What follows belongs to an exercise in optimizing a design on an open flow for small area, a short achievable clock period and few clock cycles per item; a production flow would make more cautious choices.
RTL that was checked went through simulation tests only; none was proved equivalent to the original.
The RTL of runs 1 to 6 was laid out without a check of its function.
In runs 3 to 8 the design's own scripts or RTL, not TritonCTS, make the clock network.
The clock input has no modelled driver; a real chip could not lean on it and would need a root buffer or a full tree.
No activity file was given, so power comes from the tool's default toggle rates.

`flow/flow/run.sh`:
```
#!/bin/bash
set -euo pipefail
bash standard.sh \
  BUFFER_PORTS_ARGS="-buffer_cell sky130_fd_sc_hd__buf_1" \
  finish > standard_flow.log 2>&1
```
`flow/standard.sh`:
```
#!/bin/bash
# synth_recipe.tcl (not shown) runs the flow's synth.tcl, then flattens the netlist and writes it again
# the make line also repeats each setting of config.mk as NAME=value (left out here)
make -C /OpenROAD-flow-scripts/flow DESIGN_CONFIG=/design/flow/config.mk WORK_HOME=/design/flow/orfs CLKGATE_MAP_FILE= SYNTH_SCRIPT=/design/flow/synth_recipe.tcl "${@:-finish}"
```
`flow/config.mk`:
```
export PLATFORM = sky130hd
export DESIGN_NAME = if_fetch
export DESIGN_NICKNAME = if_fetch
export VERILOG_FILES = /design/flow/design.v
export SDC_FILE = /design/flow/constraint.sdc
export NUM_CORES = 4
export LEC_CHECK = 0
export CAP_MARGIN = 20
export CORE_MARGIN = 2
export CORE_UTILIZATION = 40
export SETUP_SLACK_MARGIN = 4.5
export SLEW_MARGIN = 20
```
`flow/constraint.sdc`:
```
create_clock -name core_clock -period 7.0 [get_ports {clk}]
set_input_delay 1.4000 -clock core_clock [delete_from_list [all_inputs] [get_ports {clk}]]
set_output_delay 1.4000 -clock core_clock [all_outputs]
set_load 0.01 [all_outputs]
```
`flow/design.v`:
```
package if_fetch_pkg;
    localparam int unsigned INST_ADDR_W = 32;
    localparam int unsigned INST_W      = 32;
    typedef logic [INST_ADDR_W-1:0] inst_addr_bus_t;
    typedef logic [INST_W-1:0]      inst_bus_t;
    localparam inst_addr_bus_t RESET_PC_DEFAULT = 32'h0000_0000;
endpackage
module if_fetch_inc
#(
    parameter int unsigned W = 8
) (
    input  logic [W-1:0] a,
    output logic [W-1:0] y
);
    assign y = a + 1'b1;
endmodule
module if_fetch_pick
#(
    parameter int unsigned W = 8
) (
    input  logic [W-1:0] a,
    input  logic [W-1:0] b,
    input  logic [W-1:0] c,
    input  logic         sa,
    input  logic         sb,
    input  logic         sc,
    output logic [W-1:0] y
);
    assign y = ({W{sa}} & a) | ({W{sb}} & b) | ({W{sc}} & c);
endmodule
module if_fetch
#(
    parameter if_fetch_pkg::inst_addr_bus_t RESET_PC = if_fetch_pkg::RESET_PC_DEFAULT
) (
    input  logic           clk,
    input  logic           rst,
    input  logic           stall_in,
    input  logic           branch_flag_in,
    input  if_fetch_pkg::inst_addr_bus_t branch_target_in,
    input  logic           mem_busy_in,
    input  logic           get_inst_in,
    input  if_fetch_pkg::inst_addr_bus_t inst_pc_in,
    input  if_fetch_pkg::inst_bus_t      inst_in,
    output logic           if_req_out,
    output if_fetch_pkg::inst_addr_bus_t addr_if_out,
    output if_fetch_pkg::inst_addr_bus_t pc_out,
    output if_fetch_pkg::inst_bus_t      inst_out,
    output logic           inst_valid_out,
    output logic           if_stall_req_out
);
    localparam int unsigned BLK_W = 4;            
    localparam int unsigned LO    = 2 + BLK_W;    
    localparam int unsigned HI_W  = 32 - LO;
    logic [31:LO]   blk_q;        
    logic [LO-1:2]  fetch_lo_q;   
    logic [LO-1:2]  pc_lo_q;      
    logic [31:0]    inst_q;       
    logic           valid_q;
    logic           discard_q;    
    logic           cross_q;      
    logic           req_q;
    logic           ours_busy_c;  
    logic           hold_c;       
    logic           take_c;       
    logic           adv_c;        
    logic           cross_d;
    logic [31:LO]   blk_inc_c, blk_d;
    logic [LO-1:2]  lo_inc_c, lo_d;
    assign ours_busy_c = mem_busy_in && !get_inst_in && (inst_pc_in[1:0] == 2'b00);
    assign hold_c      = valid_q && stall_in;
    assign take_c      = get_inst_in && !discard_q && !hold_c;
    assign adv_c       = cross_q && !stall_in;
    assign cross_d     = !branch_flag_in &&
                         (cross_q ? stall_in : (take_c && (&fetch_lo_q)));
    if_fetch_inc #(.W(HI_W)) u_blk_inc (.a(blk_q), .y(blk_inc_c));
    if_fetch_inc #(.W(BLK_W)) u_lo_inc (.a(fetch_lo_q), .y(lo_inc_c));
    if_fetch_pick #(.W(HI_W)) u_blk_pick (
        .a  (branch_target_in[31:LO]), .sa (branch_flag_in),
        .b  (blk_inc_c),               .sb (!branch_flag_in && adv_c),
        .c  (blk_q),                   .sc (!branch_flag_in && !adv_c),
        .y  (blk_d)
    );
    if_fetch_pick #(.W(BLK_W)) u_lo_pick (
        .a  (branch_target_in[LO-1:2]), .sa (branch_flag_in),
        .b  (lo_inc_c),                 .sb (!branch_flag_in && take_c),
        .c  (fetch_lo_q),               .sc (!branch_flag_in && !take_c),
        .y  (lo_d)
    );
    always_ff @(posedge clk or posedge rst) begin
        if (rst) begin
            blk_q      <= RESET_PC[31:LO];
            fetch_lo_q <= RESET_PC[LO-1:2];
            valid_q    <= 1'b0;
            discard_q  <= 1'b0;
            cross_q    <= 1'b0;
            req_q      <= 1'b0;
        end else begin
            blk_q      <= blk_d;
            fetch_lo_q <= lo_d;
            cross_q    <= cross_d;
            req_q      <= !cross_d;
            valid_q    <= !branch_flag_in && (hold_c || (get_inst_in && !discard_q));
            discard_q  <= branch_flag_in ? ours_busy_c : (discard_q && !get_inst_in);
        end
    end
    always_ff @(posedge clk) begin
        if (!hold_c) begin
            pc_lo_q <= fetch_lo_q;
            inst_q  <= inst_in;
        end
    end
    assign if_req_out       = req_q;
    assign if_stall_req_out = req_q;
    assign addr_if_out      = {blk_q, fetch_lo_q, 2'b00};
    assign pc_out           = {blk_q, pc_lo_q, 2'b00};
    assign inst_out         = inst_q;
    assign inst_valid_out   = valid_q;
endmodule
```
==> results of run 1 <==
## power groups by stage
stage | clock network (mW) | registers [mW] | logic [mW]
6_report | 0.360 | 0.503 | 0.128
2_1_floorplan | 0 | 0.523 | 0.0725
5_1_grt | 0.387 | 0.508 | 0.145
4_1_cts | 0.373 | 0.503 | 0.130
3_5_place_dp | 0 | 0.511 | 0.128
3_3_place_gp | 0 | 0.510 | 0.128
## layout make-up
type	instances	area, um2	area share
Clock inverter	6	93.8	0.0233
Inverter	7	28.8	0.00714
Tap cell	102	128	0.0316
Clock buffer	10	128	0.0316
Multi-Input combinational cell	163	1020	0.252
Timing Repair Buffer	173	706	0.175
Sequential cell	70	1930	0.479
## flip-flops by register name, summed over array words and instances (netlist names)
name	count
valid_q	1
blk_q	26
discard_q	1
inst_q	32
fetch_lo_q	4
req_q	1
cross_q	1
pc_lo_q	4
## critical path, cell delays in order
cell      delay [ns]
buf_8           0.10
nand4b_4        0.16
or4_4           0.46
buf_6           0.15
or4_4           0.40
a31oi_1         0.17
## cell families after synthesis
| logic type | after synthesis | share of synthesized area |
|---|---|---|
| muxes | 3 | 0.00977 |
| and+or+nand+nor | 96 | 0.160 |
| AOI/OAI and AO/OA | 43 | 0.0833 |
| xor gates and xnor gates | 14 | 0.0383 |
| other | 1 | 0.00117 |
| DFF | 70 | 0.604 |
| buffers and inverters | 50 | 0.0962 |
| adders and majority gates | 2 | 0.00782 |
## cell usage in the layout (no fill, tap or decap), types with 4 or more instances in the layout
cell and count:
clkbuf_8 9, edfxtp_1 36, nand4_1 7, a31oi_1 10
nor4_1 5, dfrtp_1 33, nor3_1 4, nand3_1 13
nor2_1 13, inv_1 6, xor2_1 5, buf_1 163
and3_1 4, conb_1 4, buf_4 6, o31ai_1 10
nand2_1 28, or4_1 11, xnor2_1 9, o21ai_0 15
## per-stage QoR
| stage | power (mW) | cells | hold WS [ns] | utilization |
|---|---|---|---|---|
| 6_report | 0.991 | 531 | 0.542 | 0.522 |
| 5_1_grt | 1.04 | 531 | 0.570 | 0.522 |
| 4_1_cts | 1.01 | 531 | 0.538 | 0.518 |
| 3_5_place_dp | 0.640 | 507 | 0.527 | 0.478 |
| 3_3_place_gp | 0.637 | 507 | 0.518 | 0.478 |
| 2_1_floorplan | 0.595 | 282 | 0.500 | - |
## path summary, 6_finish.rpt
kind | end | slack [ns]
setup reg to reg | blk_q[24]$_DFF_PP0_ | 4.85
min in group asynchronous | blk_q[29]$_DFF_PP0_ | 1.14
max in group asynchronous | blk_q[21]$_DFF_PP0_ | 5.51
hold / removal | discard_q$_DFF_PP0_ | 0.54
setup / recovery | blk_q[31]$_DFF_PP0_ | 4.42
hold reg to reg | discard_q$_DFF_PP0_ | 0.54
## per-layer routing
layer	wire length, um	GRT usage	vias to the layer above
li1	-	-	1284
met1	3200	0.234	1223
met2	3480	0.260	137
met3	753	0.0379	13
met4	119	0.0735	0
met5	0	0	-
## timing repair
item                                    4_1_cts  5_1_grt
endpoints found under the setup margin       16       17
setup buffers                                 7        0
pin swaps                                     4        6
resized for setup                            11        8
gates cloned                                  1        0
==> run notes, run 1 <==
Worst-Margin Slew=roughly 0.64 ns; Rows=32; die area=~8700 um2; Crit Reg-Reg Startpoint=blk_q[6]$_DFF_PP0_; Detail Route Antenna Nets=0; vias per cell=about 5; worst setup margin=approximately 4.4 ns; drt wl/cell=around 14 um; routed vias=roughly 2.7k; top post-synthesis cells by count=edfxtp_1 (36), dfrtp_1 (34), buf_4 (31), nand2_1 (29), o21ai_0 (15); # nets final=about 530; Clock Tree Buf Depth=2; Worst Path Arrival=~2.8 ns; top_reg_cell synth=edfxtp_1; Gate Count Post-Synth=279; Die W=roughly 93 um; Max VDD drop=0.0000824 V; cell area after synthesis=about 3200 um2; Crit. Startpoint=stall_in; cells on worst reg2reg path=5; top cells by area, synth=edfxtp_1 (34%), dfrtp_1 (27%), buf_4 (7.3%); CP startpoint kind=primary input; RSZ-0062 raised after global routing=yes; top-level I/O count=approximately 200; final wirelength=about 7.6 mm; relative slew slack=0.569; Hold Startpoint=discard_q$_DFF_PP0_; Comb power frac=0.130; Initial Util=0.414; 1st-pass router iterations=4; final setup fails=0; Synth Area per Inst=approximately 11 um2; initial antenna violation count=0; maximum clock frequency=between 300 and 400 MHz; CORE AREA=between 7000 and 8000 um2; Synth area leader=edfxtp_1; Sw Pwr=~0.27 mW; DRT iter0 DRCs=74; maxcap violations=0; sequential element share of the synthesized area=0.604; Seq pwr share=0.507; sw frac=0.271; CP Data Required Time=a little over 7 ns; global-route wire length before repair=about 12 mm; final period utilization=0.369; Lkg Pwr=around 1.5 nW; Setup TNS Final=0 ns; grt total ovfl=0; most common cell in the netlist=edfxtp_1; hold path cells=2; Crit Path Category=in2reg; EDFF count, synth=36; area delta synth->final=26.0%; global router's overall resource usage=0.170; CTS tree=built; post-synth top area share=0.338; DP Area=between 3000 and 4000 um2; CTS sink count=70; Place WS=between 3 and 4 ns; root buffer cell=clkbuf_8; Detail Placement HPWL=5.20 mm; n_diodes=0; DRC violations left=0; FILL cells=between 700 and 800; Final min period=around 2.6 ns; port bufs=approximately 160; CP max FO=4; number of buffers created by CTS=9; class of the worst hold path=reg2reg; outcome=timing/DRC/antenna clean; share of cells above drive strength 1=0.0816; Pwr per Cell Area=approximately 250 nW/um2; Synth cell types=34; Die H=between 90 and 100 um; vias in the first global route=~2.4k; largest net degree at the start of global routing=44; asr flop ratio synth=0.486; Worst Skew=between 0.01 and 0.015 ns; hold buffers post-CTS=0; number of H-tree levels=3; final hold violations=0; Clock Power Share=0.363; post-route cell area=about 4000 um2; gpl congestion=0.742; clk latency of the worst-skew pair=around 0.33 ns; Final Max Tran Viols=0; internal power=0.723 mW; Syn. warnings=1; Yosys reg bits=70; crit end category=register; Reg clk slew, reported paths=approximately 0.08 ns
==> run 2: changes to the inputs <==
--- a/flow/config.mk
+++ b/flow/config.mk
@@ -10,3 +10,4 @@
 export CORE_UTILIZATION = 40
 export SETUP_SLACK_MARGIN = 4.5
 export SLEW_MARGIN = 20
+export SYNTH_HIERARCHICAL = 1
==> run notes, run 2 <==
top cells by area, synth=edfxtp_1 (32%), dfrtp_1 (25%), a222oi_1 (9.0%); Die W=between 90 and 100 um; most common cell in the netlist=edfxtp_1; Final min period=2.42 ns; Setup TNS Final=0 ns; crit end category=output port; Max VDD drop=~0.000086 V; final wirelength=7.76 mm; placed cells=slightly above 500; Worst Path Arrival=slightly above 1 ns; DRC violations left=0; CP Data Required Time=between 5 and 6 ns; DRT iter0 DRCs=around 210; clk latency of the worst-skew pair=0.35 ns; Synth cell types=34; maximum clock frequency=414 MHz; n_diodes=0; vias in the first global route=approximately 2.4k; maxcap violations=0; largest family of logic cells by synthesized area=buffers and inverters; Clock Tree Buf Depth=2; class of the worst hold path=reg2reg; vias per cell=around 5; Reg clk slew, reported paths=roughly 0.070 ns; Initial Util=0.409; largest registers=inst_q (32), blk_q (26); EDFF count, synth=36; Yosys reg bits=70; dominant delay contributor by cell family on the critical path=flip-flops; grt total ovfl=0; CP startpoint kind=register; DP Area=between 3000 and 4000 um2; post-route cell area=roughly 4000 um2; multiplexer share of the synthesized area=0; share of cells above drive strength 1=0.0766; Die H=approximately 95 um; Synth area leader=edfxtp_1; Biggest register=inst_q; final period utilization=0.345; Compound-Gate Fraction of Synth Area=0.101; Detail Route Antenna Nets=0; routed vias=2627; CP max FO=7; FILL cells=approximately 800; Syn. warnings=7; final hold slack=~0.55 ns; Rows=33; gpl congestion=0.731; Final Max Tran Viols=0; top-level I/O count=between 200 and 250; outcome=timing/DRC/antenna clean; number of H-tree levels=3; Worst Skew=0.0107 ns; Post-Synth Adder-Cell Area=0.00748; port bufs=between 150 and 200; asr flop ratio synth=0.486; most frequent cells in the layout=buf_1 (164), edfxtp_1 (36), inv_1 (35); CTS sink count=70; cell area after synthesis=approximately 3300 um2; initial antenna violation count=0; CTS tree=built; die area=~9000 um2; post-synth top area share=0.323; Crit Path Category=reg2out; CP Cell Sequence=buf_1; top_reg_cell synth=edfxtp_1; global router's overall resource usage=0.175; CORE AREA=8180 um2; Max stage delay on crit path=about 0.48 ns; Synth Area per Inst=around 12 um2; non-filler cells, final=523; number of buffers created by CTS=9; Core Util, Final=0.496; Pwr per Cell Area=between 200 and 250 nW/um2; number of flip-flops in the largest register=32; RSZ-0062 raised after global routing=yes; largest net degree at the start of global routing=39; Gate Count Post-Synth=271; Synth Area in XOR/XNOR=0.0681; top post-synthesis cells by count=edfxtp_1 (36), inv_1 (35), dfrtp_1 (34), buf_4 (31), a222oi_1 (30); area delta synth->final=21.2%; Simple-Gate Fraction of Synth Area=0.111; final hold violations=0; worst path bufs/invs=1; root buffer cell=clkbuf_8; most common cell after layout, fill and taps aside=buf_1; # nets final=~520; final setup fails=0; Lkg Pwr=about 1.6 nW; hold buffers post-CTS=0; drt wl/cell=14.8 um; Slowest-stage cell, CP=dfrtp_1; global-route wire length before repair=11.9 mm; 1st-pass router iterations=6; Detail Placement HPWL=between 5 and 6 mm; sequential element share of the synthesized area=0.578
## run 2: final timing paths
path / from / depth (start not counted) / slack, ns / to
max in group asynchronous: rst / 3 / 5.53 / blk_q[15]$_DFF_PP0_
min in group asynchronous: rst / 3 / 1.12 / fetch_lo_q[3]$_DFF_PP0_
max reg2reg: blk_q[7]$_DFF_PP0_ / 7 / 4.95 / blk_q[22]$_DFF_PP0_
min: discard_q$_DFF_PP0_ / 2 / 0.55 / discard_q$_DFF_PP0_
min reg2reg: discard_q$_DFF_PP0_ / 2 / 0.55 / discard_q$_DFF_PP0_
max: fetch_lo_q[2]$_DFF_PP0_ / 1 / 4.58 / addr_if_out[2]
## run 2: per-stage QoR
| stage | total power, mW | setup WS, ns |
|---|---|---|
| final | 1.01 | 4.58 |
| after global routing | 1.06 | 4.49 |
| after CTS | 1.02 | 4.51 |
| after detailed placement | 0.658 | 4.16 |
| after global placement | 0.654 | 4.16 |
| after floorplan | 0.613 | 4.66 |
## run 2: power by group
part           switching [mW]  internal, mW  total [mW]
registers              0.0382         0.470       0.509
logic                  0.0835        0.0560       0.139
clock network           0.156         0.202       0.358
total                   0.277         0.729        1.01
## run 2: cell type report
| cell class | instances | area, um2 | share of cell area |
|---|---|---|---|
| Inverter | 35 | 131 | 0.0324 |
| Multi-Input combinational cell | 129 | 995 | 0.245 |
| Timing Repair Buffer | 168 | 646 | 0.159 |
| Clock inverter | 5 | 85.1 | 0.0210 |
| Tap cell | 105 | 131 | 0.0324 |
| Clock buffer | 11 | 131 | 0.0324 |
| Sequential cell | 70 | 1940 | 0.477 |
## run 2: logic make-up after synthesis
kind of cell,count (synthesis)
buffers and inverters,75
DFF,70
and+or+nand+nor,61
AOI/OAI and AO/OA,36
xor gates and xnor gates,26
adders and majority gates,2
other,1
## run 2: what timing repair did
item	CTS	global route
endpoints found under the setup margin	0	24
resized for setup	0	5
setup buffers	0	0
## run 2: metal layers
| layer | routed length, um | global-route usage | up-vias | share of wire |
|---|---|---|---|---|
| li1 | - | - | 1237 | - |
| met1 | 3270 | 0.225 | 1281 | 0.42 |
| met2 | 3940 | 0.286 | 99 | 0.51 |
| met3 | 452 | 0.0458 | 10 | 0.058 |
| met4 | 94 | 0.0595 | 0 | 0.012 |
| met5 | 0 | 0 | - | 0 |
==> run 3: changes to the inputs <==
--- a/flow/design.v
+++ b/flow/design.v
@@ -59,49 +59,52 @@
     logic           discard_q;    
     logic           cross_q;      
     logic           req_q;
+    logic           init_c;       
     logic           ours_busy_c;  
     logic           hold_c;       
     logic           take_c;       
-    logic           adv_c;        
     logic           cross_d;
-    logic [31:LO]   blk_inc_c, blk_d;
-    logic [LO-1:2]  lo_inc_c, lo_d;
+    logic [31:LO]   blk_inc_c, blk_step_c, blk_pick_c, blk_d;
+    logic [LO-1:2]  lo_inc_c, lo_pick_c, lo_d;
+    assign init_c      = !req_q && !cross_q;
     assign ours_busy_c = mem_busy_in && !get_inst_in && (inst_pc_in[1:0] == 2'b00);
     assign hold_c      = valid_q && stall_in;
     assign take_c      = get_inst_in && !discard_q && !hold_c;
-    assign adv_c       = cross_q && !stall_in;
     assign cross_d     = !branch_flag_in &&
                          (cross_q ? stall_in : (take_c && (&fetch_lo_q)));
     if_fetch_inc #(.W(HI_W)) u_blk_inc (.a(blk_q), .y(blk_inc_c));
     if_fetch_inc #(.W(BLK_W)) u_lo_inc (.a(fetch_lo_q), .y(lo_inc_c));
+    assign blk_step_c = cross_q ? blk_inc_c : blk_q;
     if_fetch_pick #(.W(HI_W)) u_blk_pick (
         .a  (branch_target_in[31:LO]), .sa (branch_flag_in),
-        .b  (blk_inc_c),               .sb (!branch_flag_in && adv_c),
-        .c  (blk_q),                   .sc (!branch_flag_in && !adv_c),
-        .y  (blk_d)
+        .b  (blk_step_c),              .sb (!branch_flag_in && !init_c && !stall_in),
+        .c  (blk_q),                   .sc (!branch_flag_in && !init_c && stall_in),
+        .y  (blk_pick_c)
     );
     if_fetch_pick #(.W(BLK_W)) u_lo_pick (
         .a  (branch_target_in[LO-1:2]), .sa (branch_flag_in),
-        .b  (lo_inc_c),                 .sb (!branch_flag_in && take_c),
-        .c  (fetch_lo_q),               .sc (!branch_flag_in && !take_c),
-        .y  (lo_d)
+        .b  (lo_inc_c),                 .sb (!branch_flag_in && !init_c && take_c),
+        .c  (fetch_lo_q),               .sc (!branch_flag_in && !init_c && !take_c),
+        .y  (lo_pick_c)
     );
+    assign blk_d = blk_pick_c | ({HI_W{init_c}} & RESET_PC[31:LO]);
+    assign lo_d  = lo_pick_c | ({BLK_W{init_c}} & RESET_PC[LO-1:2]);
     always_ff @(posedge clk or posedge rst) begin
         if (rst) begin
-            blk_q      <= RESET_PC[31:LO];
-            fetch_lo_q <= RESET_PC[LO-1:2];
             valid_q    <= 1'b0;
             discard_q  <= 1'b0;
             cross_q    <= 1'b0;
             req_q      <= 1'b0;
         end else begin
-            blk_q      <= blk_d;
-            fetch_lo_q <= lo_d;
             cross_q    <= cross_d;
             req_q      <= !cross_d;
             valid_q    <= !branch_flag_in && (hold_c || (get_inst_in && !discard_q));
             discard_q  <= branch_flag_in ? ours_busy_c : (discard_q && !get_inst_in);
         end
+    end
+    always_ff @(posedge clk) begin
+        blk_q      <= blk_d;
+        fetch_lo_q <= lo_d;
     end
     always_ff @(posedge clk) begin
         if (!hold_c) begin
==> flow/flow/run.sh (replaced) <==
#!/bin/bash
set -euo pipefail
bash standard.sh \
  BUFFER_PORTS_ARGS="-buffer_cell sky130_fd_sc_hd__buf_1" \
  MCTS_GROUPS=4 MCTS_CELL=sky130_fd_sc_hd__clkbuf_16 \
  PRE_CTS_TCL="$PWD/flow/manual_cts.tcl" \
  finish > standard_flow.log 2>&1
==> flow/flow/manual_cts.tcl (new file) <==
# Clock distribution made by hand: the clock port drives a few clock buffers,
# each placed at the centre of the flip-flops it feeds (the flip-flops split
# into equal groups by position), so every register sees the same one-buffer
# clock path. Replaces clock_tree_synthesis for this small design.
set mcts_groups [expr {[info exists ::env(MCTS_GROUPS)] ? $::env(MCTS_GROUPS) : 4}]
set mcts_cell [expr {[info exists ::env(MCTS_CELL)] ? $::env(MCTS_CELL) : "sky130_fd_sc_hd__clkbuf_8"}]

set mcts_block [ord::get_db_block]
set mcts_clk [$mcts_block findNet clk]
set mcts_sinks {}
foreach it [$mcts_clk getITerms] {
  set inst [$it getInst]
  set loc [$inst getLocation]
  lappend mcts_sinks [list $it [lindex $loc 0] [lindex $loc 1]]
}
puts "manual cts: [llength $mcts_sinks] sinks, $mcts_groups groups of $mcts_cell"

# Split into groups: halve along x, then along y, as many times as needed.
proc mcts_split {items n axis} {
  if {$n <= 1} { return [list $items] }
  set idx [expr {$axis == 0 ? 1 : 2}]
  set sorted [lsort -integer -index $idx $items]
  set half [expr {[llength $sorted] / 2}]
  set a [lrange $sorted 0 [expr {$half - 1}]]
  set b [lrange $sorted $half end]
  set next [expr {1 - $axis}]
  return [concat [mcts_split $a [expr {$n / 2}] $next] [mcts_split $b [expr {$n / 2}] $next]]
}
set mcts_parts [mcts_split $mcts_sinks $mcts_groups 0]

set mcts_master [[ord::get_db] findMaster $mcts_cell]
set k 0
foreach part $mcts_parts {
  set sx 0; set sy 0
  foreach s $part { incr sx [lindex $s 1]; incr sy [lindex $s 2] }
  set n [llength $part]
  set cx [expr {$sx / $n}]
  set cy [expr {$sy / $n}]
  set buf [odb::dbInst_create $mcts_block $mcts_master "mcts_clkbuf_$k"]
  set net [odb::dbNet_create $mcts_block "mcts_clknet_$k"]
  $net setSigType CLOCK
  [$buf findITerm A] connect $mcts_clk
  [$buf findITerm X] connect $net
  foreach s $part {
    set it [lindex $s 0]
    $it disconnect
    $it connect $net
  }
  $buf setLocation $cx $cy
  $buf setPlacementStatus PLACED
  puts "manual cts: mcts_clkbuf_$k at ($cx, $cy) drives $n sinks"
  incr k
}
$mcts_clk setSigType CLOCK

# The tree is built: clock_tree_synthesis only marks the clock propagated.
rename clock_tree_synthesis mcts_orig_clock_tree_synthesis
proc clock_tree_synthesis {args} {
  set_propagated_clock [all_clocks]
}
==> run notes, run 3 <==
Synth cell types=35; share of cells above drive strength 1=0.119; cell area after synthesis=~3500 um2; Die W=between 90 and 100 um; Synth area leader=edfxtp_1; final setup fails=0; class of the worst hold path=reg2reg; asr flop ratio synth=0.0571; 1st-pass router iterations=5; outcome=timing/DRC/antenna clean; Crit Reg-Reg Startpoint=blk_q[14]$_DFF_P_; global router's overall resource usage=0.167; die area=9570 um2; largest registers=inst_q (32), blk_q (26); sequential element share of the synthesized area=0.506; final wirelength=~8.7 mm; Die H=slightly below 100 um; multi-input logic area=about 1300 um2; n_diodes=0; most common cell in the netlist=edfxtp_1; EDFF count, synth=36; Gate Count Post-Synth=302; RSZ-0062 raised after global routing=no; Worst Skew=slightly above 0.009 ns; CORE AREA=approximately 8600 um2; Synth Area per Inst=roughly 12 um2; Reg clk slew, reported paths=0.08 ns; Core Util, Final=0.484; top post-synthesis cells by count=edfxtp_1 (36), inv_1 (35), buf_4 (33), a222oi_1 (30), dfxtp_1 (30); Max VDD drop=~0.0001 V; Syn. warnings=7; area delta synth->final=18.8%; gpl congestion=around 0.74; most frequent cells in the layout=buf_1 (162), edfxtp_1 (36), inv_1 (35); number of flip-flops in the largest register=32; top cells by area, synth=edfxtp_1 (31%), dfxtp_1 (17%), a222oi_1 (8.5%); Reg area=1780 um2; FILL cells=approximately 830; hold buffers post-CTS=0; non-filler cells, final=approximately 550; Detail Route Antenna Nets=0; Crit Path Category=in2reg; top_reg_cell synth=edfxtp_1; final period utilization=0.351; Detail Placement HPWL=roughly 5.7 mm; Worst Path Arrival=between 2 and 3 ns; placed cells=537; initial antenna violation count=0; CP startpoint kind=primary input; CP max FO=13; Initial Util=0.408; largest net degree at the start of global routing=31; port bufs=164; CP Data Required Time=between 7 and 8 ns; Lkg Pwr=1.60 nW; Crit. Startpoint=branch_flag_in; maxcap violations=0; top-level I/O count=approximately 200; Pwr per Cell Area=between 200 and 250 nW/um2; vias per cell=5.13; routed vias=~2.8k; Hold Startpoint=discard_q$_DFF_PP0_; Final Max Tran Viols=0; final hold violations=0; Biggest register=inst_q; Final min period=~2.5 ns; DRT iter0 DRCs=between 150 and 200; Yosys reg bits=70; post-synth top area share=0.307; Setup TNS Final=0 ns; drt wl/cell=15.9 um; most common cell after layout, fill and taps aside=buf_1; DRC violations left=0; global-route wire length before repair=about 13 mm; clk latency of the worst-skew pair=approximately 0.14 ns; crit end category=register; # nets final=approximately 540; Rows=34; grt total ovfl=0; maximum clock frequency=just over 400 MHz; vias in the first global route=roughly 2.5k
-- run 3: per-layer routing --
layer  part of all wire  routed length, um  global-route usage  vias to the layer above
met3              0.075                651              0.0179                       10
li1                   -                  -                   -                     1344
met4              0.016                142              0.0246                        0
met5                  0                  0                   0                        -
met2               0.48               4180               0.304                      136
met1               0.43               3680               0.221                     1308
-- run 3: timing repair --
item                                   CTS  global route
setup endpoints to repair               30             7
pin swaps                                2             1
setup buffers                            1             0
endpoints found under the hold margin    0             0
resized for setup                        9             3
cloned                                   3             0
-- run 3: logic make-up (layout without fill, tap and decap cells) --
group                    Yosys count  after routing  share of synthesized area
XOR/XNOR                          26             26                     0.0647
AO/OA/AOI/OAI                     35             35                     0.0960
other                              1              4                    0.00107
buffers and inverters             78            208                      0.134
flip-flops                        70             70                      0.506
multiplexers                      26             26                     0.0832
AND/OR/NAND/NOR                   64             66                      0.107
adder cells (fa/ha/maj)            2              2                    0.00711
-- run 3: path summary, 6_finish.rpt --
check | to | slack (ns) | cells after the start
max in group asynchronous | req_q$_DFF_PP0_ | 5.73 | 2
worst max-delay path | blk_q[24]$_DFF_P_ | 4.54 | 6
min in group asynchronous | valid_q$_DFF_PP0_ | 1.12 | 2
worst min-delay path | discard_q$_DFF_PP0_ | 0.53 | 2
worst max register to register | blk_q[31]$_DFF_P_ | 4.70 | 7
worst min register to register | discard_q$_DFF_PP0_ | 0.53 | 2
-- run 3: layout make-up --
type | instances | area share
Inverter | 35 | 0.0314
Tap cell | 108 | 0.0323
Multi-Input combinational cell | 159 | 0.319
Buffer | 4 | 0.0239
Timing Repair Buffer | 169 | 0.167
Sequential cell | 70 | 0.427
-- run 3: stage by stage --
stage	power (mW)	setup slack, ns	hold WS (ns)	cell area (um2)
after floorplan	0.642	4.60	0.498	3540
after global placement	0.683	3.69	0.518	3980
after detailed placement	0.687	4.08	0.525	3980
after CTS	0.899	4.55	0.537	4180
after global routing	0.942	4.51	0.563	4180
final	0.891	4.54	0.530	4180
-- run 3: critical path, stage by stage --
cell and delay (ns):
buf_2 0.14, buf_12 0.13, o21bai_4 0.21, nor2_4 0.41, a222oi_1 0.17, inv_1 0.08
-- run 3: power by group --
| group | leakage, nW | switching, mW | internal, mW | total, mW |
|---|---|---|---|---|
| registers | 0.677 | 0.0445 | 0.471 | 0.515 |
| clock network | 0.0493 | 0.102 | 0.103 | 0.205 |
| logic | 0.876 | 0.0934 | 0.0771 | 0.170 |
| total | 1.60 | 0.240 | 0.651 | 0.891 |
==> run 4: changes to the inputs <==
--- a/flow/config.mk
+++ b/flow/config.mk
@@ -8,6 +8,6 @@
 export CAP_MARGIN = 20
 export CORE_MARGIN = 2
 export CORE_UTILIZATION = 40
-export SETUP_SLACK_MARGIN = 4.5
+export SETUP_SLACK_MARGIN = 4.7
 export SLEW_MARGIN = 20
 export SYNTH_HIERARCHICAL = 1
==> run notes, run 4 <==
number of flip-flops in the largest register=32; Place WS=a little over 4 ns; Die W=between 90 and 100 um; cells on worst reg2reg path=8; Crit. Startpoint=branch_flag_in; top cells by area, synth=edfxtp_1 (31%), dfxtp_1 (17%), a222oi_1 (8.5%); Syn. warnings=7; initial antenna violation count=0; Crit Path Category=in2reg; Final min period=2.35 ns; Setup TNS Final=0 ns; die area=~9600 um2; placed cells=537; Detail Route Antenna Nets=0; Worst Path Arrival=around 2.4 ns; area delta synth->final=28.0%; routed vias=2889; vias in the first global route=~2.7k; non-filler cells, final=563; Reg-to-Reg End=blk_q[22]$_DFF_P_; vias per cell=a little over 5; top_reg_cell synth=edfxtp_1; Reg clk slew, reported paths=around 0.080 ns; multi-input logic area=1360 um2; total power=0.913 mW; Initial Util=0.408; DRC violations left=0; cell area after synthesis=3520 um2; outcome=timing/DRC/antenna clean; clk latency of the worst-skew pair=0.14 ns; Yosys reg bits=70; share of cells above drive strength 1=0.171; Max VDD drop=0.0000955 V; Reg area=1790 um2; final hold violations=0; 1st-pass router iterations=7; Worst Skew=0.00795 ns; drt wl/cell=16.3 um; post-route cell area=4510 um2; Crit Reg-Reg Startpoint=blk_q[6]$_DFF_P_; hold path cells=2; global-route wire length before repair=between 10 and 15 mm; DP Area=around 4000 um2; CP Data Required Time=approximately 7 ns; post-synth top area share=0.307; asr flop ratio synth=0.0571; grt total ovfl=0; R2R Setup Slk=between 4 and 5 ns; Final Max Tran Viols=0; global router's overall resource usage=0.176; final period utilization=0.336; sequential element share of the synthesized area=0.506; maxcap violations=0; n_diodes=0; CP max FO=17; gpl congestion=0.779; top-level I/O count=between 200 and 250; # nets final=between 500 and 600; port bufs=roughly 160; top post-synthesis cells by count=edfxtp_1 (36), inv_1 (35), buf_4 (33), a222oi_1 (30), dfxtp_1 (30); Synth cell types=35; DRT iter0 DRCs=just under 200; Die H=between 90 and 100 um; CORE AREA=about 8600 um2; Synth Area per Inst=11.7 um2; Lkg Pwr=between 1.5 and 2 nW; worst setup margin=4.65 ns; Rows=34; Synth area leader=edfxtp_1; most common cell in the netlist=edfxtp_1; Detail Placement HPWL=approximately 5.7 mm; largest registers=inst_q (32), blk_q (26); EDFF count, synth=36; FILL cells=between 800 and 900; crit end category=register; Biggest register=inst_q; class of the worst hold path=reg2reg; most common cell after layout, fill and taps aside=buf_1; most frequent cells in the layout=buf_1 (162), edfxtp_1 (36), inv_1 (35); maximum clock frequency=approximately 430 MHz; Pwr per Cell Area=203 nW/um2; Gate Count Post-Synth=about 300; CP startpoint kind=primary input; final wirelength=around 9 mm; final setup fails=0; largest net degree at the start of global routing=31; Worst setup endpoint=req_q$_DFF_PP0_; RSZ-0062 raised after global routing=yes
==> run 4: worst min-delay path by stage <==
stage | startpoint | endpoint | slack [ns]
5_1_grt | discard_q$_DFF_PP0_ | discard_q$_DFF_PP0_ | 0.56
6_report | discard_q$_DFF_PP0_ | discard_q$_DFF_PP0_ | 0.53
3_5_place_dp | discard_q$_DFF_PP0_ | discard_q$_DFF_PP0_ | 0.53
3_3_place_gp | discard_q$_DFF_PP0_ | discard_q$_DFF_PP0_ | 0.52
4_1_cts | discard_q$_DFF_PP0_ | discard_q$_DFF_PP0_ | 0.54
2_1_floorplan | discard_q$_DFF_PP0_ | discard_q$_DFF_PP0_ | 0.50
==> run 4: timing repair <==
| item | CTS | global route |
|---|---|---|
| pin swaps | 32 | 30 |
| setup endpoints to repair | 31 | 37 |
| cloned | 6 | 1 |
| hold buffers | 0 | 0 |
| gates resized for setup | 28 | 8 |
| buffers inserted | 12 | 3 |
==> run 4: cell families (layout without fill, tap and decap cells) <==
| logic type | after synthesis | after routing | share of synthesized area |
|---|---|---|---|
| buffers and inverters | 78 | 226 | 0.134 |
| flip-flops | 70 | 70 | 0.506 |
| AND/OR/NAND/NOR | 64 | 66 | 0.107 |
| AO/OA/AOI/OAI | 35 | 35 | 0.0960 |
| XOR/XNOR | 26 | 26 | 0.0647 |
| multiplexers | 26 | 26 | 0.0832 |
| adder cells (fa/ha/maj) | 2 | 2 | 0.00711 |
| other | 1 | 4 | 0.00107 |
==> run 4: routing by layer <==
metal	track usage	up-vias	part of all wire
met5	0	-	0
met4	0.0267	0	0.013
met3	0.0243	8	0.078
met2	0.319	135	0.48
met1	0.230	1358	0.43
li1	-	1388	-
==> run 4: power breakdown <==
part           switching [mW]  total [mW]  internal, mW
sequential             0.0456       0.517         0.471
combinational          0.0981       0.191        0.0925
clock                   0.102       0.205         0.103
total                   0.246       0.913         0.667
==> run 4: cell type report <==
| type | instances | area share |
|---|---|---|
| buffer | 4 | 0.0222 |
| timing repair buffer | 187 | 0.219 |
| tap | 108 | 0.0300 |
| inverter | 35 | 0.0292 |
| sequential | 70 | 0.398 |
| multi-input combinational | 159 | 0.302 |
==> run 4: worst max-delay path: stages <==
cell and delay [ns]:
buf_8 0.10, buf_12 0.11, buf_4 0.20, or2_1 0.27, o31a_1 0.29
==> run 4: through the flow <==
stage,hold slack (ns),utilization
floorplan,0.498,-
global placement,0.520,0.461
detailed placement,0.525,0.462
CTS,0.537,0.514
global route,0.559,0.522
finish,0.531,0.522
==> run 5: changes to the inputs <==
==> flow/design.v (replaced) <==
package if_fetch_pkg;
    localparam int unsigned INST_ADDR_W = 32;
    localparam int unsigned INST_W      = 32;
    typedef logic [INST_ADDR_W-1:0] inst_addr_bus_t;
    typedef logic [INST_W-1:0]      inst_bus_t;
    localparam inst_addr_bus_t RESET_PC_DEFAULT = 32'h0000_0000;
endpackage
module if_fetch
#(
    parameter if_fetch_pkg::inst_addr_bus_t RESET_PC = if_fetch_pkg::RESET_PC_DEFAULT
) (
    input  logic           clk,
    input  logic           rst,
    input  logic           stall_in,
    input  logic           branch_flag_in,
    input  if_fetch_pkg::inst_addr_bus_t branch_target_in,
    input  logic           mem_busy_in,
    input  logic           get_inst_in,
    input  if_fetch_pkg::inst_addr_bus_t inst_pc_in,
    input  if_fetch_pkg::inst_bus_t      inst_in,
    output logic           if_req_out,
    output if_fetch_pkg::inst_addr_bus_t addr_if_out,
    output if_fetch_pkg::inst_addr_bus_t pc_out,
    output if_fetch_pkg::inst_bus_t      inst_out,
    output logic           inst_valid_out,
    output logic           if_stall_req_out
);
    localparam int unsigned BLK_W = 4;            
    localparam int unsigned LO    = 2 + BLK_W;    
    logic [31:LO]   blk_q;        
    logic [LO-1:2]  fetch_lo_q;   
    logic [LO-1:2]  pc_lo_q;      
    logic [31:0]    inst_q;       
    logic           valid_q;
    logic           discard_q;    
    logic           cross_q;      
    logic           req_q;
    logic           init_c;       
    logic           ours_busy_c;  
    logic           hold_c;       
    logic           take_c;       
    logic           cross_d;
    assign init_c      = !req_q && !cross_q;
    assign ours_busy_c = mem_busy_in && !get_inst_in && (inst_pc_in[1:0] == 2'b00);
    assign hold_c      = valid_q && stall_in;
    assign take_c      = get_inst_in && !discard_q && !hold_c;
    assign cross_d     = !branch_flag_in &&
                         (cross_q ? stall_in : (take_c && (&fetch_lo_q)));
    always_ff @(posedge clk or posedge rst) begin
        if (rst) begin
            valid_q    <= 1'b0;
            discard_q  <= 1'b0;
            cross_q    <= 1'b0;
            req_q      <= 1'b0;
        end else begin
            cross_q    <= cross_d;
            req_q      <= !cross_d;
            valid_q    <= !branch_flag_in && (hold_c || (get_inst_in && !discard_q));
            discard_q  <= branch_flag_in ? ours_busy_c : (discard_q && !get_inst_in);
        end
    end
    always_ff @(posedge clk) begin
        if (branch_flag_in) begin
            blk_q      <= branch_target_in[31:LO];
            fetch_lo_q <= branch_target_in[LO-1:2];
        end else if (init_c) begin
            blk_q      <= RESET_PC[31:LO];
            fetch_lo_q <= RESET_PC[LO-1:2];
        end else begin
            if (cross_q && !stall_in) blk_q <= blk_q + 1'b1;
            if (take_c) fetch_lo_q <= fetch_lo_q + 1'b1;
        end
    end
    always_ff @(posedge clk) begin
        if (!hold_c) begin
            pc_lo_q <= fetch_lo_q;
            inst_q  <= inst_in;
        end
    end
    assign if_req_out       = req_q;
    assign if_stall_req_out = req_q;
    assign addr_if_out      = {blk_q, fetch_lo_q, 2'b00};
    assign pc_out           = {blk_q, pc_lo_q, 2'b00};
    assign inst_out         = inst_q;
    assign inst_valid_out   = valid_q;
endmodule
--- a/flow/config.mk
+++ b/flow/config.mk
@@ -8,6 +8,5 @@
 export CAP_MARGIN = 20
 export CORE_MARGIN = 2
 export CORE_UTILIZATION = 40
-export SETUP_SLACK_MARGIN = 4.7
+export SETUP_SLACK_MARGIN = 4.6
 export SLEW_MARGIN = 20
-export SYNTH_HIERARCHICAL = 1
==> run notes, run 5 <==
non-filler cells, final=529; Post-Synth Adder-Cell Area=0.0110; routed vias=2691; top-level I/O count=about 200; top post-synthesis cells by count=edfxtp_1 (66), nand2_1 (43), buf_4 (31), o21ai_0 (20); 1st-pass router iterations=4; Crit Reg-Reg Startpoint=blk_q[17]$_DFFE_PP_; Worst Skew=between 0.02 and 0.025 ns; initial antenna violation count=0; clk latency of the worst-skew pair=0.15 ns; Compound-Gate Fraction of Synth Area=0.0813; Worst Path Arrival=2.33 ns; top cells by area, synth=edfxtp_1 (58%), buf_4 (6.8%), nand2_1 (4.7%); share of cells above drive strength 1=0.0778; Pwr per Cell Area=approximately 210 nW/um2; Synth cell types=47; relative slew slack=0.529; vias per cell=slightly above 5; Core Util, Final=0.507; # nets final=around 530; Crit Path Category=in2reg; DRT iter0 DRCs=a little under 100; class of the worst hold path=reg2reg; Yosys reg bits=70; cells on worst reg2reg path=4; Detail Placement HPWL=~5.6 mm; asr flop ratio synth=0.0571; most common cell in the netlist=edfxtp_1; area delta synth->final=22.5%; Lkg Pwr=between 1 and 1.5 nW; EDFF count, synth=between 60 and 70; largest registers=inst_q (32), blk_q (26); Setup TNS Final=0 ns; Biggest register=inst_q; CP Data Required Time=7.00 ns; Synth Area in XOR/XNOR=0.0436; Simple-Gate Fraction of Synth Area=0.167; final period utilization=0.333; global router's overall resource usage=0.175; sequential element share of the synthesized area=0.609; Die W=96.4 um; Initial Util=0.414; Worst-Margin Slew=between 0.7 and 0.8 ns; Reg-to-Reg End=blk_q[24]$_DFFE_PP_; drt wl/cell=approximately 16 um; Synth Area per Inst=12.2 um2; outcome=timing/DRC/antenna clean; post-synth top area share=0.580; final hold violations=0; internal power=roughly 0.66 mW; number of flip-flops in the largest register=32; largest family of logic cells by synthesized area=simple AND/OR/NAND/NOR gates; n_diodes=0; Final Max Tran Viols=0; Max VDD drop=between 0.0001 and 0.00015 V; CORE AREA=8260 um2; vias in the first global route=~2.4k; Detail Route Antenna Nets=0; RSZ-0062 raised after global routing=no; cell area after synthesis=approximately 3400 um2; Sw Pwr=0.223 mW; Die H=96.4 um; placed cells=just over 500; grt total ovfl=0; largest net degree at the start of global routing=21; Place WS=about 3.7 ns; Final min period=2.33 ns; Seq pwr share=0.605; CP max FO=20; Clock Power Share=0.235; DP Area=3920 um2; die area=9300 um2; worst setup margin=4.67 ns; Rows=33; most frequent cells in the layout=buf_1 (162), edfxtp_1 (66), nand2_1 (42); crit end category=register; gpl congestion=around 0.76; post-route cell area=around 4200 um2; multiplexer share of the synthesized area=0; Hold Path Sink=discard_q$_DFF_PP0_; Synth area leader=edfxtp_1; final setup fails=0; DRC violations left=0; sw frac=0.252; final wirelength=8.59 mm; Hold Startpoint=discard_q$_DFF_PP0_; global-route wire length before repair=12.6 mm; Reg clk slew, reported paths=0.09 ns; port bufs=around 160; maximum clock frequency=approximately 430 MHz; Comb power frac=0.160; top_reg_cell synth=edfxtp_1; hold path cells=2; R2R Setup Slk=around 5 ns; most common cell after layout, fill and taps aside=buf_1; Gate Count Post-Synth=281; Syn. warnings=1; maxcap violations=0; CP startpoint kind=primary input
[run 5: worst max-delay path by stage]
stage,startpoint,end,cells past startpoint
floorplan,branch_flag_in,blk_q[10]$_DFFE_PP_,4
global route,branch_flag_in,blk_q[30]$_DFFE_PP_,5
CTS,branch_flag_in,blk_q[30]$_DFFE_PP_,5
finish,branch_flag_in,blk_q[31]$_DFFE_PP_,6
global placement,branch_flag_in,blk_q[30]$_DFFE_PP_,5
detailed placement,branch_flag_in,blk_q[24]$_DFFE_PP_,4
[run 5: critical path, cell delays in order]
cell	delay, ns
clkbuf_16	0.16
o21bai_4	0.25
buf_4	0.18
nor2_1	0.10
nand4_1	0.12
o211ai_1	0.11
[run 5: cell families after synthesis]
| group | count (synthesis) |
|---|---|
| simple gates | 104 |
| other cells | 1 |
| fa+ha+maj | 3 |
| buf+inv | 43 |
| flops | 70 |
| compound gates | 43 |
| xor+xnor | 17 |
[run 5: per-stage QoR]
step | hold WS [ns] | power (mW)
after floorplan | 0.498 | 0.633
after global placement | 0.516 | 0.673
after detailed placement | 0.514 | 0.676
after CTS | 0.534 | 0.888
after global routing | 0.549 | 0.925
final | 0.541 | 0.883
[run 5: power groups by stage]
stage / clock network, mW / registers (mW) / logic, mW
after global placement: 0 / 0.542 / 0.132
after global routing: 0.228 / 0.540 / 0.158
final: 0.208 / 0.535 / 0.141
after CTS: 0.211 / 0.535 / 0.143
after floorplan: 0 / 0.555 / 0.0782
after detailed placement: 0 / 0.544 / 0.133
[run 5: timing repair]
item / in CTS / in global routing
setup buffers: 7 / 0
hold buffers: 0 / 0
gates resized for setup: 6 / 3
cloned: 5 / 0
pin swaps: 1 / 1
setup endpoints to repair: 62 / 2
[run 5: per-layer routing]
| metal | GRT usage | wire length, um | up-vias |
|---|---|---|---|
| met5 | 0 | 0 | - |
| met4 | 0.0211 | 72 | 0 |
| met3 | 0.0217 | 818 | 6 |
| met2 | 0.323 | 4110 | 132 |
| met1 | 0.225 | 3590 | 1257 |
| li1 | - | - | 1296 |
[run 5: layout make-up]
class                   instances  area, um2
fillers                       807       4070
flip-flops and latches         70       2080
multi-input cells             175       1150
repair buffers                172        708
well taps                     105        131
plain buffers                   4        100
inverters                       3       11.3
==> run 6: changes to the inputs <==
--- a/flow/design.v
+++ b/flow/design.v
@@ -67,8 +67,8 @@
             blk_q      <= RESET_PC[31:LO];
             fetch_lo_q <= RESET_PC[LO-1:2];
         end else begin
-            if (cross_q && !stall_in) blk_q <= blk_q + 1'b1;
-            if (take_c) fetch_lo_q <= fetch_lo_q + 1'b1;
+            blk_q      <= blk_q + {{(31-LO){1'b0}}, cross_q && !stall_in};
+            fetch_lo_q <= fetch_lo_q + {{(BLK_W-1){1'b0}}, take_c};
         end
     end
     always_ff @(posedge clk) begin
==> run notes, run 6 <==
CORE AREA=approximately 7400 um2; Gate Count Post-Synth=274; highest metal used=met4; Biggest register=inst_q; vias per cell=5.03; area delta synth->final=29.1%; RSZ-0062 raised after global routing=yes; clk latency of the worst-skew pair=0.15 ns; Die H=slightly above 90 um; post-synth top area share=0.351; die area=around 8400 um2; top post-synthesis cells by count=edfxtp_1 (36), nand2_1 (35), buf_4 (31), dfxtp_1 (30), o21ai_0 (15); Yosys reg bits=70; Reg clk slew, reported paths=roughly 0.08 ns; sequential element share of the synthesized area=0.579; final period utilization=0.412; Final min period=roughly 2.9 ns; largest net degree at the start of global routing=39; total power=0.844 mW; grt total ovfl=0; CP Cell Sequence=buf_8, nor2b_4, ha_4, nand4_4, or3_4, or4b_1, nand3_1; Max stage delay on crit path=about 0.48 ns; Setup TNS Final=0 ns; Synth area leader=edfxtp_1; global router's overall resource usage=0.165; DRT iter0 DRCs=approximately 100; gpl congestion=0.822; top_reg_cell synth=edfxtp_1; most common cell after layout, fill and taps aside=buf_1; Reg area=around 1800 um2; Worst-Margin Slew=between 0.5 and 0.6 ns; routed vias=approximately 2.6k; crit end category=register; share of cells above drive strength 1=0.107; global-route wire length before repair=roughly 12 mm; Hold Path Sink=pc_lo_q[5]$_DFFE_PN_; multi-input logic area=between 1000 and 1500 um2; 1st-pass router iterations=4; largest registers=inst_q (32), blk_q (26); CP max FO=5; dominant delay contributor by cell family on the critical path=simple AND/OR/NAND/NOR gates; Crit Path Category=in2reg; Detail Placement HPWL=5.42 mm; EDFF count, synth=36; Lkg Pwr=about 1.4 nW; Die W=91.7 um; outcome=timing/DRC/antenna clean; initial antenna violation count=0; FILL cells=just over 700; asr flop ratio synth=0.0571; maximum clock frequency=approximately 350 MHz; port bufs=between 150 and 200; Synth cell types=40; relative slew slack=0.602; n_diodes=0; CP startpoint kind=primary input; vias in the first global route=2276; Pwr per Cell Area=between 200 and 250 nW/um2; final setup fails=0; Max VDD drop=about 0.00011 V; final hold violations=0; Crit Reg-Reg Startpoint=cross_q$_DFF_PP0_; Rows=31; CP Data Required Time=around 7.1 ns; most frequent cells in the layout=buf_1 (162), edfxtp_1 (36), nand2_1 (34); Worst Path Arrival=approximately 3 ns; drt wl/cell=approximately 15 um; maxcap violations=0; hold path cells=0; Initial Util=0.418; Worst Skew=between 0.01 and 0.015 ns; Synth Area per Inst=around 11 um2; DRC violations left=0; Hold Startpoint=fetch_lo_q[5]$_DFF_P_; met3 routed WL=between 600 and 700 um; top-level I/O count=between 200 and 250; cells on worst reg2reg path=6; number of flip-flops in the largest register=32; # nets final=between 500 and 600; Final Max Tran Viols=0; final wirelength=a little under 8 mm; top cells by area, synth=edfxtp_1 (35%), dfxtp_1 (20%), buf_4 (7.6%); class of the worst hold path=reg2reg; Core Util, Final=0.539; Syn. warnings=1; Slowest-stage cell, CP=or4b_1; Met2 Wirelength=slightly below 4 mm; R2R Setup Slk=approximately 4.8 ns; most common cell in the netlist=edfxtp_1; Reg-to-Reg End=blk_q[26]$_DFF_P_; cell area after synthesis=between 3000 and 4000 um2; Detail Route Antenna Nets=0; worst path bufs/invs=1; wl on met1=between 3 and 4 mm
-- run 6: cell types whose count changed in the layout (fill, tap and decap cells not counted), moves of 4 or more --
cell / delta
dfxtp_1: +30
edfxtp_1: -30
nand2_1: -8
o21ai_0: -7
buf_4: +6
a211o_1: +5
a21oi_1: +4
ha_4: +4
o211ai_1: -4
o21ai_1: +4
-- run 6: kinds of logic after synthesis --
logic type      synth area share
fa+ha+maj                 0.0163
compound gates            0.0951
buf+inv                   0.0878
simple gates               0.176
xor+xnor                  0.0455
flops                      0.579
other cells              0.00122
-- run 6: where the power goes --
group	leakage (nW)	internal (mW)	switching, mW
logic	0.717	0.0542	0.0808
clock network	0.0493	0.103	0.101
registers	0.676	0.469	0.0369
-- run 6: worst max-delay path by stage --
stage	from	endpoint	slack, ns	cells past startpoint
3_5_place_dp	branch_flag_in	blk_q[26]$_DFF_P_	3.70	5
2_1_floorplan	stall_in	blk_q[26]$_DFF_P_	4.11	6
6_report	stall_in	blk_q[26]$_DFF_P_	4.11	7
5_1_grt	stall_in	blk_q[28]$_DFF_P_	4.07	10
4_1_cts	stall_in	blk_q[21]$_DFF_P_	4.08	7
3_3_place_gp	branch_flag_in	blk_q[26]$_DFF_P_	3.71	5
-- run 6: metrics by stage --
stage / hold WS (ns) / cell area (um2) / cells / setup WS [ns]
final: 0.517 / 3980 / 521 / 4.11
after global routing: 0.537 / 3980 / 521 / 4.07
after CTS: 0.503 / 3830 / 515 / 4.08
after detailed placement: 0.486 / 3610 / 502 / 3.70
after global placement: 0.473 / 3610 / 502 / 3.71
after floorplan: 0.499 / 3130 / 277 / 4.11
-- run 6: worst reg2reg max path, stage by stage, from the launching register on --
cell and delay [ns]:
dfrtp_1 0.52, nor2b_4 0.29, ha_4 0.18, nand4_4 0.12, or3_4 0.43, or4b_1 0.49
nand3_1 0.09
-- run 6: final cells by class --
| type | count | area share |
|---|---|---|
| inverter | 3 | 0.00283 |
| buffer | 4 | 0.0252 |
| tap | 99 | 0.0312 |
| multi-input combinational | 167 | 0.305 |
| sequential | 70 | 0.448 |
| timing repair buffer | 178 | 0.188 |
-- run 6: metal layers --
layer  vias to the layer above  track usage
li1                       1262            -
met1                      1221        0.222
met2                       131        0.300
met3                         6       0.0164
met4                         0       0.0162
met5                         -            0
-- run 6: repair_timing --
| action | 4_1_cts | 5_1_grt |
|---|---|---|
| setup endpoints to repair | 66 | 30 |
| hold buffers | 0 | 0 |
| cloned | 1 | 0 |
| buffers inserted | 8 | 6 |
| resized for setup | 16 | 18 |
| pin swaps | 7 | 12 |
==> run 7: changes to the inputs <==
--- a/flow/design.v
+++ b/flow/design.v
@@ -35,12 +35,10 @@
     logic           discard_q;    
     logic           cross_q;      
     logic           req_q;
-    logic           init_c;       
     logic           ours_busy_c;  
     logic           hold_c;       
     logic           take_c;       
     logic           cross_d;
-    assign init_c      = !req_q && !cross_q;
     assign ours_busy_c = mem_busy_in && !get_inst_in && (inst_pc_in[1:0] == 2'b00);
     assign hold_c      = valid_q && stall_in;
     assign take_c      = get_inst_in && !discard_q && !hold_c;
@@ -48,27 +46,24 @@
                          (cross_q ? stall_in : (take_c && (&fetch_lo_q)));
     always_ff @(posedge clk or posedge rst) begin
         if (rst) begin
+            blk_q      <= RESET_PC[31:LO];
+            fetch_lo_q <= RESET_PC[LO-1:2];
             valid_q    <= 1'b0;
             discard_q  <= 1'b0;
             cross_q    <= 1'b0;
             req_q      <= 1'b0;
         end else begin
-            cross_q    <= cross_d;
-            req_q      <= !cross_d;
-            valid_q    <= !branch_flag_in && (hold_c || (get_inst_in && !discard_q));
-            discard_q  <= branch_flag_in ? ours_busy_c : (discard_q && !get_inst_in);
-        end
-    end
-    always_ff @(posedge clk) begin
-        if (branch_flag_in) begin
-            blk_q      <= branch_target_in[31:LO];
-            fetch_lo_q <= branch_target_in[LO-1:2];
-        end else if (init_c) begin
-            blk_q      <= RESET_PC[31:LO];
-            fetch_lo_q <= RESET_PC[LO-1:2];
-        end else begin
-            blk_q      <= blk_q + {{(31-LO){1'b0}}, cross_q && !stall_in};
-            fetch_lo_q <= fetch_lo_q + {{(BLK_W-1){1'b0}}, take_c};
+            cross_q   <= cross_d;
+            req_q     <= !cross_d;
+            valid_q   <= !branch_flag_in && (hold_c || (get_inst_in && !discard_q));
+            discard_q <= branch_flag_in ? ours_busy_c : (discard_q && !get_inst_in);
+            if (branch_flag_in) begin
+                blk_q      <= branch_target_in[31:LO];
+                fetch_lo_q <= branch_target_in[LO-1:2];
+            end else begin
+                if (cross_q && !stall_in) blk_q <= blk_q + 1'b1;
+                if (take_c) fetch_lo_q <= fetch_lo_q + 1'b1;
+            end
         end
     end
     always_ff @(posedge clk) begin
==> run notes, run 7 <==
outcome=timing/DRC/antenna clean; largest net degree at the start of global routing=42; number of flip-flops in the largest register=32; Reg clk slew, reported paths=0.08 ns; CP Data Required Time=7.04 ns; EDFF count, synth=36; RSZ-0062 raised after global routing=yes; die area=about 8700 um2; CP max FO=6; asr flop ratio synth=0.486; Detail Placement HPWL=5.08 mm; final hold slack=~0.54 ns; initial antenna violation count=0; share of cells above drive strength 1=0.0991; Initial Util=0.412; Rows=32; most common cell in the netlist=edfxtp_1; Yosys reg bits=70; Synth area leader=edfxtp_1; Synth Area per Inst=~12 um2; vias per cell=4.84; clk latency of the worst-skew pair=roughly 0.15 ns; largest registers=inst_q (32), blk_q (26); final period utilization=0.369; top-level I/O count=about 200; Core Util, Final=0.524; maxcap violations=0; port bufs=between 150 and 200; grt total ovfl=0; total power=~0.84 mW; Syn. warnings=1; Crit Reg-Reg Startpoint=blk_q[8]$_DFFE_PP0P_; class of the worst hold path=reg2reg; top_reg_cell synth=edfxtp_1; routed vias=around 2.5k; global router's overall resource usage=0.161; global-route wire length before repair=11.4 mm; maximum clock frequency=around 390 MHz; n_diodes=0; Biggest register=inst_q; sequential element share of the synthesized area=0.606; cell area after synthesis=roughly 3200 um2; Hold Startpoint=fetch_lo_q[3]$_DFFE_PP0P_; R2R Setup Slk=roughly 5.1 ns; CP startpoint kind=primary input; cells on worst reg2reg path=4; most common cell after layout, fill and taps aside=buf_1; final hold violations=0; CORE AREA=7730 um2; 1st-pass router iterations=4; top cells by area, synth=edfxtp_1 (34%), dfrtp_1 (27%), buf_4 (7.8%); most frequent cells in the layout=buf_1 (163), edfxtp_1 (36), dfrtp_1 (33); Max VDD drop=roughly 0.000097 V; DRC violations left=0; Crit Path Category=in2reg; Die W=around 93 um; Synth cell types=41; Worst Skew=~0.015 ns; Worst setup endpoint=blk_q[29]$_DFFE_PP0P_; Detail Route Antenna Nets=0; gpl congestion=between 0.7 and 0.8; Lkg Pwr=1.55 nW; Die H=between 90 and 100 um; Worst Path Arrival=2.62 ns; final wirelength=between 7 and 8 mm; Pwr per Cell Area=just over 200 nW/um2; Setup TNS Final=0 ns; Final Max Tran Viols=0; # nets final=530; Worst-Margin Slew=just over 0.6 ns; drt wl/cell=between 10 and 15 um; crit end category=register; final setup fails=0; Crit. Startpoint=stall_in; relative slew slack=0.596; area delta synth->final=27.0%; post-synth top area share=0.339; Final min period=around 2.6 ns; top post-synthesis cells by count=edfxtp_1 (36), dfrtp_1 (34), buf_4 (33), nand2_1 (30), o21ai_0 (24); Reg-to-Reg End=blk_q[28]$_DFFE_PP0P_; Gate Count Post-Synth=~270; DRT iter0 DRCs=slightly above 80; vias in the first global route=2293
run 7: cell type report:
class | instances | area, um2
timing repair buffer | 182 | 798
buffer | 4 | 100
multi-input combinational | 164 | 1070
fill | 724 | 3680
tap | 102 | 128
inverter | 4 | 20.0
sequential | 70 | 1930
run 7: repair_timing:
action	in CTS	in global routing
gates cloned	4	0
setup buffers	11	5
endpoints found under the setup margin	29	23
pin swaps	5	8
resized for setup	17	13
hold buffers	0	0
run 7: through the flow:
step	cells	instance area (um2)	setup WS (ns)
2_1_floorplan	276	3230	4.51
3_3_place_gp	502	3680	3.89
3_5_place_dp	502	3680	3.89
4_1_cts	521	3970	4.43
5_1_grt	526	4050	4.37
6_report	526	4050	4.42
run 7: logic make-up (layout without fill, tap and decap cells):
group	after synthesis	count (layout)	share of synthesized area
fa+ha+maj	2	2	0.00785
other cells	1	4	0.00118
xor+xnor	14	14	0.0385
flops	70	70	0.606
buf+inv	46	190	0.0950
compound gates	46	46	0.0840
mux	3	3	0.00982
simple gates	91	95	0.157
run 7: worst max-delay path, stage by stage:
cell and delay, ns:
buf_12 0.10, and4b_2 0.33, buf_4 0.14, nand4_2 0.17, o21a_1 0.24, o31a_1 0.23
run 7: layer usage:
layer / vias up / global-route usage / part of all wire
met3: 12 / 0.0298 / 0.096
met4: 0 / 0.0343 / 0.021
met5: - / 0 / 0
met2: 126 / 0.276 / 0.46
li1: 1253 / - / -
met1: 1155 / 0.214 / 0.43
run 7: report_power, final:
| group | leakage [nW] | switching, mW | total [mW] | internal, mW |
|---|---|---|---|---|
| logic | 0.725 | 0.0818 | 0.134 | 0.0526 |
| registers | 0.773 | 0.0309 | 0.501 | 0.470 |
| clock network | 0.0493 | 0.0994 | 0.203 | 0.103 |
run 7: how the worst min path moves through the flow:
stage	end	cells past startpoint
after floorplan	discard_q$_DFF_PP0_	2
after detailed placement	pc_lo_q[3]$_DFFE_PN_	0
after global routing	pc_lo_q[2]$_DFFE_PN_	0
final	pc_lo_q[3]$_DFFE_PN_	0
after CTS	pc_lo_q[3]$_DFFE_PN_	0
after global placement	pc_lo_q[3]$_DFFE_PN_	0
Testbench counts of run 7, summed over its fixed seeds: cycles 204,444, insts 34,194.
==> run 8: changes to the inputs <==
--- a/flow/design.v
+++ b/flow/design.v
@@ -25,7 +25,7 @@
     output logic           inst_valid_out,
     output logic           if_stall_req_out
 );
-    localparam int unsigned BLK_W = 4;            
+    localparam int unsigned BLK_W = 5;            
     localparam int unsigned LO    = 2 + BLK_W;    
     logic [31:LO]   blk_q;        
     logic [LO-1:2]  fetch_lo_q;   
@@ -34,16 +34,18 @@
     logic           valid_q;
     logic           discard_q;    
     logic           cross_q;      
+    logic           bump_q;       
     logic           req_q;
     logic           ours_busy_c;  
     logic           hold_c;       
     logic           take_c;       
-    logic           cross_d;
+    logic           cross_d, bump_d;
     assign ours_busy_c = mem_busy_in && !get_inst_in && (inst_pc_in[1:0] == 2'b00);
     assign hold_c      = valid_q && stall_in;
     assign take_c      = get_inst_in && !discard_q && !hold_c;
     assign cross_d     = !branch_flag_in &&
                          (cross_q ? stall_in : (take_c && (&fetch_lo_q)));
+    assign bump_d      = !branch_flag_in && cross_q && !stall_in;
     always_ff @(posedge clk or posedge rst) begin
         if (rst) begin
             blk_q      <= RESET_PC[31:LO];
@@ -51,17 +53,19 @@
             valid_q    <= 1'b0;
             discard_q  <= 1'b0;
             cross_q    <= 1'b0;
+            bump_q     <= 1'b0;
             req_q      <= 1'b0;
         end else begin
             cross_q   <= cross_d;
-            req_q     <= !cross_d;
+            bump_q    <= bump_d;
+            req_q     <= !(cross_d || bump_d);
             valid_q   <= !branch_flag_in && (hold_c || (get_inst_in && !discard_q));
             discard_q <= branch_flag_in ? ours_busy_c : (discard_q && !get_inst_in);
             if (branch_flag_in) begin
                 blk_q      <= branch_target_in[31:LO];
                 fetch_lo_q <= branch_target_in[LO-1:2];
             end else begin
-                if (cross_q && !stall_in) blk_q <= blk_q + 1'b1;
+                if (bump_q) blk_q <= blk_q + 1'b1;
                 if (take_c) fetch_lo_q <= fetch_lo_q + 1'b1;
             end
         end
==> run notes, run 8 <==
outcome=timing/DRC/antenna clean; # nets final=approximately 520; global router's overall resource usage=0.157; Reg clk slew, reported paths=about 0.08 ns; Reg-to-Reg End=blk_q[25]$_DFFE_PP0P_; most frequent cells in the layout=buf_1 (162), edfxtp_1 (37), dfrtp_1 (35); CORE AREA=7810 um2; post-route cell area=approximately 4000 um2; non-filler cells, final=518; largest family of logic cells by synthesized area=simple AND/OR/NAND/NOR gates; Yosys reg bits=72; CP max FO=4; CP Cell Sequence=buf_1; die area=about 8900 um2; Die W=around 94 um; DRC violations left=0; maximum clock frequency=roughly 430 MHz; top_reg_cell synth=edfxtp_1; RSZ-0062 raised after global routing=no; Die H=94.4 um; Hold Path Sink=pc_lo_q[5]$_DFFE_PN_; global-route wire length before repair=about 11 mm; routed vias=2566; final hold slack=around 0.53 ns; top-level I/O count=roughly 200; placed cells=between 500 and 600; FILL cells=~760; Crit Reg-Reg Startpoint=blk_q[7]$_DFFE_PP0P_; total power=approximately 0.86 mW; class of the worst hold path=reg2reg; Synth Area in XOR/XNOR=0.0375; final period utilization=0.331; Slowest-stage cell, CP=dfrtp_1; Setup TNS Final=0 ns; worst setup margin=approximately 4.7 ns; Pwr per Cell Area=roughly 220 nW/um2; Max stage delay on crit path=0.57 ns; Max VDD drop=between 0.0001 and 0.00015 V; crit end category=output port; Worst Skew=roughly 0.009 ns; gpl congestion=0.760; Gate Count Post-Synth=278; hold path cells=0; Lkg Pwr=roughly 1.4 nW; vias per cell=a little under 5; share of cells above drive strength 1=0.0529; final wirelength=roughly 7.6 mm; asr flop ratio synth=0.486; most common cell in the netlist=edfxtp_1; number of flip-flops in the largest register=32; n_diodes=0; top cells by area, synth=edfxtp_1 (34%), dfrtp_1 (27%), buf_4 (7.1%); Crit Path Category=reg2out; Final min period=between 2 and 2.5 ns; multiplexer share of the synthesized area=0.0126; Simple-Gate Fraction of Synth Area=0.160; R2R Setup Slk=~5 ns; Reg area=slightly below 2000 um2; Synth area leader=edfxtp_1; EDFF count, synth=37; multi-input logic area=1020 um2; Core Util, Final=0.503; final setup fails=0; sequential element share of the synthesized area=0.607; largest registers=inst_q (32), blk_q (25); post-synth top area share=0.340; Worst Path Arrival=~0.92 ns; 1st-pass router iterations=4; drt wl/cell=14.6 um; vias in the first global route=roughly 2.2k; CP Data Required Time=about 5.6 ns; Post-Synth Adder-Cell Area=0.0115; Final Max Tran Viols=0; largest net degree at the start of global routing=between 40 and 50; cells on worst reg2reg path=5; clk latency of the worst-skew pair=~0.15 ns; maxcap violations=0; DP Area=3750 um2; dominant delay contributor by cell family on the critical path=flip-flops; Rows=32; initial antenna violation count=0; top post-synthesis cells by count=edfxtp_1 (37), dfrtp_1 (35), buf_4 (31), nand2_1 (30), o21ai_0 (22); port bufs=164; Syn. warnings=1; Initial Util=0.419; cell area after synthesis=~3300 um2; area delta synth->final=20.0%; Detail Placement HPWL=about 5.4 mm; CP startpoint kind=register; worst path bufs/invs=1; DRT iter0 DRCs=between 60 and 70; Biggest register=inst_q; grt total ovfl=0; most common cell after layout, fill and taps aside=buf_1; Synth cell types=35; Synth Area per Inst=11.8 um2; Compound-Gate Fraction of Synth Area=0.0757; final hold violations=0; Place WS=between 3 and 4 ns; Detail Route Antenna Nets=0; Hold Startpoint=fetch_lo_q[5]$_DFFE_PP0P_
-- run 8: what timing repair did --
| action | 4_1_cts | 5_1_grt |
|---|---|---|
| cloned | 2 | 0 |
| setup endpoints to repair | 19 | 2 |
| resized for setup | 6 | 1 |
| setup buffers | 4 | 0 |
| hold buffers | 0 | 0 |
| pin swaps | 1 | 0 |
-- run 8: routing by layer --
layer / vias to the layer above / part of all wire / GRT usage
li1: 1258 / - / -
met1: 1215 / 0.44 / 0.234
met2: 87 / 0.48 / 0.263
met3: 6 / 0.061 / 0.0136
met4: 0 / 0.0098 / 0.0157
met5: - / 0 / 0
-- run 8: cell type report --
cell class / instances / share of cell area
repair inverters: 1 / 0.00191
flip-flops and latches: 72 / 0.506
inverters: 5 / 0.00574
repair buffers: 169 / 0.169
multi-input cells: 165 / 0.259
plain buffers: 4 / 0.0255
well taps: 102 / 0.0325
-- run 8: worst max-delay path by stage --
| stage | depth (start not counted) | from | to | slack, ns |
|---|---|---|---|---|
| finish | 1 | valid_q$_DFF_PP0_ | inst_valid_out | 4.68 |
| global route | 1 | blk_q[10]$_DFFE_PP0P_ | pc_out[10] | 4.62 |
| CTS | 1 | valid_q$_DFF_PP0_ | inst_valid_out | 4.68 |
| detailed placement | 3 | branch_flag_in | fetch_lo_q[5]$_DFFE_PP0P_ | 3.78 |
| global placement | 3 | branch_flag_in | fetch_lo_q[5]$_DFFE_PP0P_ | 3.77 |
| floorplan | 4 | stall_in | fetch_lo_q[5]$_DFFE_PP0P_ | 4.66 |
-- run 8: logic make-up (layout without fill, tap and decap cells) --
family | Yosys count | count (layout)
buf+inv | 45 | 179
xor+xnor | 14 | 14
flops | 72 | 72
simple gates | 97 | 98
fa+ha+maj | 3 | 3
compound gates | 42 | 42
other cells | 1 | 4
mux | 4 | 4
-- run 8: power by group --
part	switching, mW	internal [mW]	total, mW	leakage (nW)
clock	0.108	0.104	0.211	0.0493
sequential	0.0328	0.483	0.516	0.802
combinational	0.0809	0.0496	0.130	0.588
Testbench counts of run 8, summed over its fixed seeds: cycles 204,393, insts 34,194.

Re-timed with assumed drivers on the ports (clkbuf_16 on the clock, buf_2 on other inputs), run 8 has 4.613 ns of setup slack against 4.684 ns with ideal ports, and 4.579 ns once port delays also move by the mid clock arrival of 0.213 ns.
